What follows belongs to an exercise in optimizing a design on an open flow for small area and a short achievable clock period; a production flow would make more cautious choices.
At most, simulation tests tie the RTL to the original design; equivalence was not proved.
Power is estimated from default activity; no workload was simulated.

==> module ep_fifo_top, before the edit <==
module ep_fifo_top (
  input  logic                             fifoClk,
  input  logic                             fifoRstn,
  input  logic                             wr_stb,
  input  logic [ep_fifo_pkg::EP_ID_W-1:0]  wr_ep,
  input  logic [ep_fifo_pkg::BE_W-1:0]     wr_be,
  input  logic [ep_fifo_pkg::DATA_W-1:0]   wr_data,
  input  logic                             rd_stb,
  input  logic [ep_fifo_pkg::EP_ID_W-1:0]  rd_ep,
  output logic                             rd_valid,
  output logic [ep_fifo_pkg::EP_ID_W-1:0]  rd_rsp_ep,
  output logic [ep_fifo_pkg::BE_W-1:0]     rd_rsp_be,
  output logic [ep_fifo_pkg::DATA_W-1:0]   rd_rsp_data,
  output logic [ep_fifo_pkg::NUM_EP-1:0]   ep_empty,
  output logic [ep_fifo_pkg::NUM_EP-1:0]   ep_full,
  output logic [ep_fifo_pkg::NUM_EP-1:0]   ep_almost_full,
  output logic [ep_fifo_pkg::NUM_EP-1:0]   ep_almost_empty
);
  localparam int NUM_EP = ep_fifo_pkg::NUM_EP;
  localparam int DATA_W = ep_fifo_pkg::DATA_W;
  localparam int BE_W   = ep_fifo_pkg::BE_W;
  localparam int DEPTH  = 16;
  logic [3:0]        wr_ptr  [NUM_EP];
  logic [DEPTH-1:0]  rd_oh   [NUM_EP];    
  logic [4:0]        cnt     [NUM_EP];
  logic [BE_W-1:0]   last_be [NUM_EP];
  logic [NUM_EP-1:0] wr_sel, rd_sel, wr_acc, rd_acc;
  logic [NUM_EP-1:0] not_empty;
  logic [4:0]        cnt_nxt [NUM_EP];
  logic [DATA_W-1:0] mem [NUM_EP][DEPTH];
  logic [DATA_W-1:0] head [NUM_EP];
  for (genvar e = 0; e < NUM_EP; e++) begin : g_ep
    assign wr_sel[e] = wr_stb & (wr_ep == e);
    assign rd_sel[e] = rd_stb & (rd_ep == e);
    assign wr_acc[e] = wr_sel[e] & ~ep_full[e];
    assign rd_acc[e] = rd_sel[e] & not_empty[e];
    assign ep_empty[e] = ~not_empty[e];
    always_comb begin
      cnt_nxt[e] = cnt[e];
      if (wr_acc[e] & ~rd_acc[e]) cnt_nxt[e] = cnt[e] + 5'd1;
      if (rd_acc[e] & ~wr_acc[e]) cnt_nxt[e] = cnt[e] - 5'd1;
    end
    always_ff @(posedge fifoClk or negedge fifoRstn) begin
      if (!fifoRstn) begin
        wr_ptr[e]          <= '0;
        rd_oh[e]           <= DEPTH'(1);
        cnt[e]             <= '0;
        not_empty[e]       <= 1'b0;
        ep_full[e]         <= 1'b0;
        ep_almost_full[e]  <= 1'b0;
        ep_almost_empty[e] <= 1'b0;
      end else begin
        if (wr_acc[e]) wr_ptr[e] <= wr_ptr[e] + 4'd1;
        if (rd_acc[e]) rd_oh[e] <= {rd_oh[e][DEPTH-2:0], rd_oh[e][DEPTH-1]};
        cnt[e]             <= cnt_nxt[e];
        not_empty[e]       <= (cnt_nxt[e] != 5'd0);
        ep_full[e]         <= (cnt_nxt[e] == 5'd16);
        ep_almost_full[e]  <= (cnt_nxt[e] == 5'd15);
        ep_almost_empty[e] <= (cnt_nxt[e] == 5'd1);
      end
    end
    always_ff @(posedge fifoClk) begin
      if (wr_acc[e]) last_be[e] <= wr_be;
    end
    for (genvar s = 0; s < DEPTH; s++) begin : g_slot
      for (genvar b = 0; b < BE_W; b++) begin : g_lane
        always_ff @(posedge fifoClk) begin
          if (wr_acc[e] && wr_ptr[e] == s && wr_be[b])
            mem[e][s][8*b +: 8] <= wr_data[8*b +: 8];
        end
      end
    end
    always_comb begin
      head[e] = '0;
      for (int s = 0; s < DEPTH; s++)
        head[e] = head[e] | ({DATA_W{rd_oh[e][s]}} & mem[e][s]);
    end
  end
  logic [DATA_W-1:0] rsp_data_nxt;
  logic [BE_W-1:0]   rsp_be_nxt;
  always_comb begin
    rsp_data_nxt = '0;
    for (int e = 0; e < NUM_EP; e++)
      rsp_data_nxt = rsp_data_nxt | ({DATA_W{rd_ep == e}} & head[e]);
  end
  assign rsp_be_nxt = (ep_almost_empty[rd_ep] & ~(wr_stb & (wr_ep == rd_ep)))
                      ? last_be[rd_ep] : {BE_W{1'b1}};
  always_ff @(posedge fifoClk or negedge fifoRstn) begin
    if (!fifoRstn) rd_valid <= 1'b0;
    else           rd_valid <= |rd_acc;
  end
  always_ff @(posedge fifoClk) begin
    rd_rsp_ep   <= rd_ep;
    rd_rsp_be   <= rsp_be_nxt;
    rd_rsp_data <= rsp_data_nxt;
  end
endmodule
Settings: LEC_CHECK=0, ABC_CLOCK_PERIOD_IN_PS=2400, CAP_MARGIN=20, CORE_MARGIN=2, CORE_UTILIZATION=55, CTS_CLUSTER_DIAMETER=60, CTS_CLUSTER_SIZE=24, PLACE_DENSITY=0.7, SETUP_SLACK_MARGIN=2.5, SLEW_MARGIN=20; clock period 5.0 ns.
run.sh (not shown) runs the stock make flow with config.mk's settings and CLKGATE_MAP_FILE= SYNTH_SCRIPT=/design/flow/synth_recipe.tcl, a recipe that flattens the netlist after the stock synthesis.
Testbench counts at the start, summed over its fixed seeds: lat cycles 21,807, reads 21,807.
Change:
--- a/flow/design.v
+++ b/flow/design.v
@@ -86,17 +86,15 @@
       end
     end
     always_ff @(posedge fifoClk) begin
       if (wr_acc[e]) last_be[e] <= wr_be;
     end
     for (genvar s = 0; s < DEPTH; s++) begin : g_slot
-      for (genvar b = 0; b < BE_W; b++) begin : g_lane
-        always_ff @(posedge fifoClk) begin
-          if (wr_acc[e] && wr_ptr[e] == s && wr_be[b])
-            mem[e][s][8*b +: 8] <= wr_data[8*b +: 8];
-        end
+      always_ff @(posedge fifoClk) begin
+        if (wr_acc[e] && wr_ptr[e] == s)
+          mem[e][s] <= wr_data;
       end
     end
     always_comb begin
       head[e] = '0;
       for (int s = 0; s < DEPTH; s++)
         head[e] = head[e] | ({DATA_W{rd_oh[e][s]}} & mem[e][s]);
Maximum frequency stays flat.
Design area goes up by a few percent.
Sequential power climbs slightly.
Setup slack is better by 0.0074 ns.
Clock skew rose by 0.0091 ns.
Clock power is higher by a few percent.
Sequential cell count is unchanged.
Area after synthesis falls slightly.
Wire length drops slightly.
Hold slack loses 0.11 ns.
Sequential share of layout area came out lower by 1.4 points.
Die area is lower slightly.
Via count drops slightly.
Function not checked in the second run of this note: the RTL went through the layout flow alone.

==> separate check: timing with driven ports <==
In the flow no input, the clock included, has a driving cell. The finished layouts below were timed again as built, in two steps.
Step 1 (the two cells are an assumption about what drives the block):
set clk [get_ports {fifoClk}]
set_driving_cell -lib_cell sky130_fd_sc_hd__clkbuf_16 $clk
set_driving_cell -lib_cell sky130_fd_sc_hd__buf_2 [delete_from_list [all_inputs] $clk]
Step 2 also shifts input and output timing later by t, the mid clock arrival at the registers, as if the neighbouring blocks saw the same clock.
Slacks: ideal ports / drivers / drivers and shift; pairs: ideal ports / drivers.
run | t (ns) | setup WS [ns] | hold WS [ns] | worst data-port slew with drivers (ns)
the first run | 0.839 | 2.292 / 2.292 / 1.712 | 0.345 / 0.306 / 0.508 | 0.04
the second run | 0.878 | 2.299 / 2.299 / 1.730 | 0.231 / 0.224 / 0.507 | 0.10
After both steps every run listed still meets setup and hold. For the first run, which loses most, drivers alone change the setup slack by 0.000 ns; drivers and shift together by -0.580 ns.
